From an optimization exercise on the open Yosys and OpenROAD flow, aimed at small area, a short achievable clock period and few clock cycles per item; shortcuts taken in it are not production practice. RTL that was checked went through simulation tests only; none was proved equivalent to the original.

## trial 69
// goertzel_power_detect
module goertzel_power_detect #(
   parameter int OW       = 20,
   parameter int PW       = 2*OW+1,
   parameter int HOLD_ON  = 3,
   parameter int HOLD_OFF = 3
) (
   input  logic            i_clk,
   input  logic            i_rst,
   input  logic [2*OW-1:0] s_axis_tdata,
   input  logic            s_axis_tvalid,
   output logic            s_axis_tready,
   output logic [PW-1:0]   m_axis_tdata,
   output logic            m_axis_tuser,
   output logic            m_axis_tvalid,
   input  logic            m_axis_tready,
   input  logic [PW-1:0]   i_threshold,
   output logic            o_detect
);
Size in the first run: about 1,500 cells after synthesis, ~160 flip-flops, ~130 I/O pins, roughly 0.017 mm^2 of cells after synthesis.
==> flow/config.mk <==
export PLATFORM = sky130hd
export DESIGN_NAME = goertzel_power_detect
export DESIGN_NICKNAME = goertzel_power_detect
export VERILOG_FILES = /design/flow/design.v
export SDC_FILE = /design/flow/constraint.sdc
export NUM_CORES = 4
export LEC_CHECK = 0
export CAP_MARGIN = 20
export CORE_MARGIN = 2
export CORE_UTILIZATION = 40
export CTS_BUF_LIST = sky130_fd_sc_hd__clkbuf_8
export SETUP_SLACK_MARGIN = 3.5
export SLEW_MARGIN = 20
export SYNTH_HIERARCHICAL = 1
export SYNTH_MINIMUM_KEEP_SIZE = 0
==> flow/constraint.sdc <==
create_clock -name core_clock -period 8.0 [get_ports {i_clk}]
set_input_delay 1.6000 -clock core_clock [delete_from_list [all_inputs] [get_ports {i_clk}]]
set_output_delay 1.6000 -clock core_clock [all_outputs]
set_load 0.01 [all_outputs]
standard.sh (not shown) runs the stock make flow with config.mk's settings and CLKGATE_MAP_FILE= SYNTH_SCRIPT=/design/flow/synth_recipe.tcl, a recipe that flattens the netlist after the stock synthesis.
==> flow/flow/run.sh <==
#!/bin/bash
# Standard ORFS layout (the standard.sh, standard synthesis unchanged),
# with the port buffers made from the smallest buffer cell.
set -euo pipefail
bash standard.sh BUFFER_PORTS_ARGS="-buffer_cell sky130_fd_sc_hd__buf_1" finish > standard_flow.log 2>&1
Trial 69 went all the way through synthesis, placement and routing and the layout is clean on timing, DRC and antenna.
The inputs of build 83 differ from those of trial 69 as listed below.
--- a/flow/design.v
+++ b/flow/design.v
@@ -14,17 +14,17 @@
    output logic            m_axis_tuser,
    output logic            m_axis_tvalid,
    input  logic            m_axis_tready,
    input  logic [PW-1:0]   i_threshold,
    output logic            o_detect
 );
    localparam bit c_INREG  = 1'b1;
    localparam bit c_MIDREG = 1'b1;
-   localparam bit c_INMUX  = 1'b0;
+   localparam bit c_INMUX  = 1'b1;
    localparam int c_HMAX = (HOLD_ON > HOLD_OFF) ? HOLD_ON : HOLD_OFF;
    localparam int c_CW   = (c_HMAX > 1) ? $clog2(c_HMAX) : 1;
    logic            w_en;
    logic            w_v1, w_v2;
    logic            r_v3;
    logic [OW-1:0]   x_re, x_im;
    logic [67-1:0] w_mid_d, w_mid_q;
    logic [PW-1:0]   w_ra, w_rb;
- [compare] base=trial 69 new=build 83: antenna cell count increased by 1 relative to the old numbers, CTS buffer count closely matched the old numbers, arithmetic-cell share of the synthesized area counting full adders, half adders and majority gates decreased by 0.27 points relative to the old numbers, final instance area decreased by about 4.4% relative to the old numbers.
- Sort build 83 and trial 69 by fraction of final layout cells sized beyond drive strength 1, descending, and build 83 comes first.
- The lower global-route wire length before repair came out of build 83.
Testbench counts of build 83, summed over its fixed seeds: cycles 2,072, items 2,048.
Function not checked in trial 69: the RTL went through the layout flow alone.

========
run D:
goertzel_power_detect, a different RTL version from the one above (not shown whole).
Size: ~1800 cells after synthesis, ~130 I/O pins, about 19000 um2 of cells after synthesis.
clock: 8.0 ns
lec_check: 0
cap_margin: 20
core_margin: 2
core_utilization: 40
slew_margin: 20
run.sh (not shown) runs the stock make flow with config.mk's settings and CLKGATE_MAP_FILE= SYNTH_SCRIPT=/design/flow/synth_recipe.tcl, a recipe that flattens the netlist after the stock synthesis.
Stock flow here: none of the scripts above is used.
Edits applied to the flow inputs when going from run D to run E:
diff --git a/flow/design.v b/flow/design.v
--- a/flow/design.v
+++ b/flow/design.v
@@ -15,13 +15,13 @@
    output logic            m_axis_tvalid,
    input  logic            m_axis_tready,
    input  logic [PW-1:0]   i_threshold,
    output logic            o_detect
 );
    localparam bit c_INREG  = 1'b1;
-   localparam bit c_MIDREG = 1'b1;
+   localparam bit c_MIDREG = 1'b0;
    localparam int c_HMAX = (HOLD_ON > HOLD_OFF) ? HOLD_ON : HOLD_OFF;
    localparam int c_CW   = (c_HMAX > 1) ? $clog2(c_HMAX) : 1;
    logic            w_en;
    logic            w_v1, w_v2;
    logic            r_v3;
    logic [OW-1:0]   x_re, x_im;
==> comparison <==
Max maximum number of pins on one net before global-route repair across run D and run E: run D
Run E: flow completed, timing, DRC and antenna clean
When the final numbers for run D and run E were put side by side, the tap cell instance count turned out to be smaller in run E.
Changes observed in run E relative to run D: minimum setup slack among reg-to-reg paths dropped 2.68 ns, total detailed-routing wirelength grew by 430 um.
Run E vs. run D: first-pass GRT wire length went down about 2.5%, XOR/XNOR share of the synthesized area went up 0.60 points.
Function was not checked in any run of this note: the RTL went through the layout flow alone.

## separate check: timing with driven ports
Ports are ideal in the flow. The routed layouts listed here were re-timed in OpenROAD. Step 1, drivers: a clkbuf_16 drives i_clk and a buf_2 each remaining input, both assumed. Step 2 moves the port delays by t, midway between the first and last clock arrival at a register: inputs arrive t later, outputs are due t later. That takes back most of the time a late clock gives input paths. a / b / c = ideal / step 1 / step 2; a / b = the first two.
run | shift t [ns] | setup slack, ns | worst setup path at the end | cell pins on the clock port's net
trial 69 | 0.583 | 3.632 / 3.632 / 3.632 | register to register | 1
build 83 | 0.568 | 3.606 / 3.606 / 3.606 | register to register | 1
run D | 0.524 | 3.059 / 3.059 / 3.059 | register to register | 1
run E | 0.447 | 0.383 / 0.383 / 0.383 | register to register | 1
After both steps every run listed still meets setup and hold.
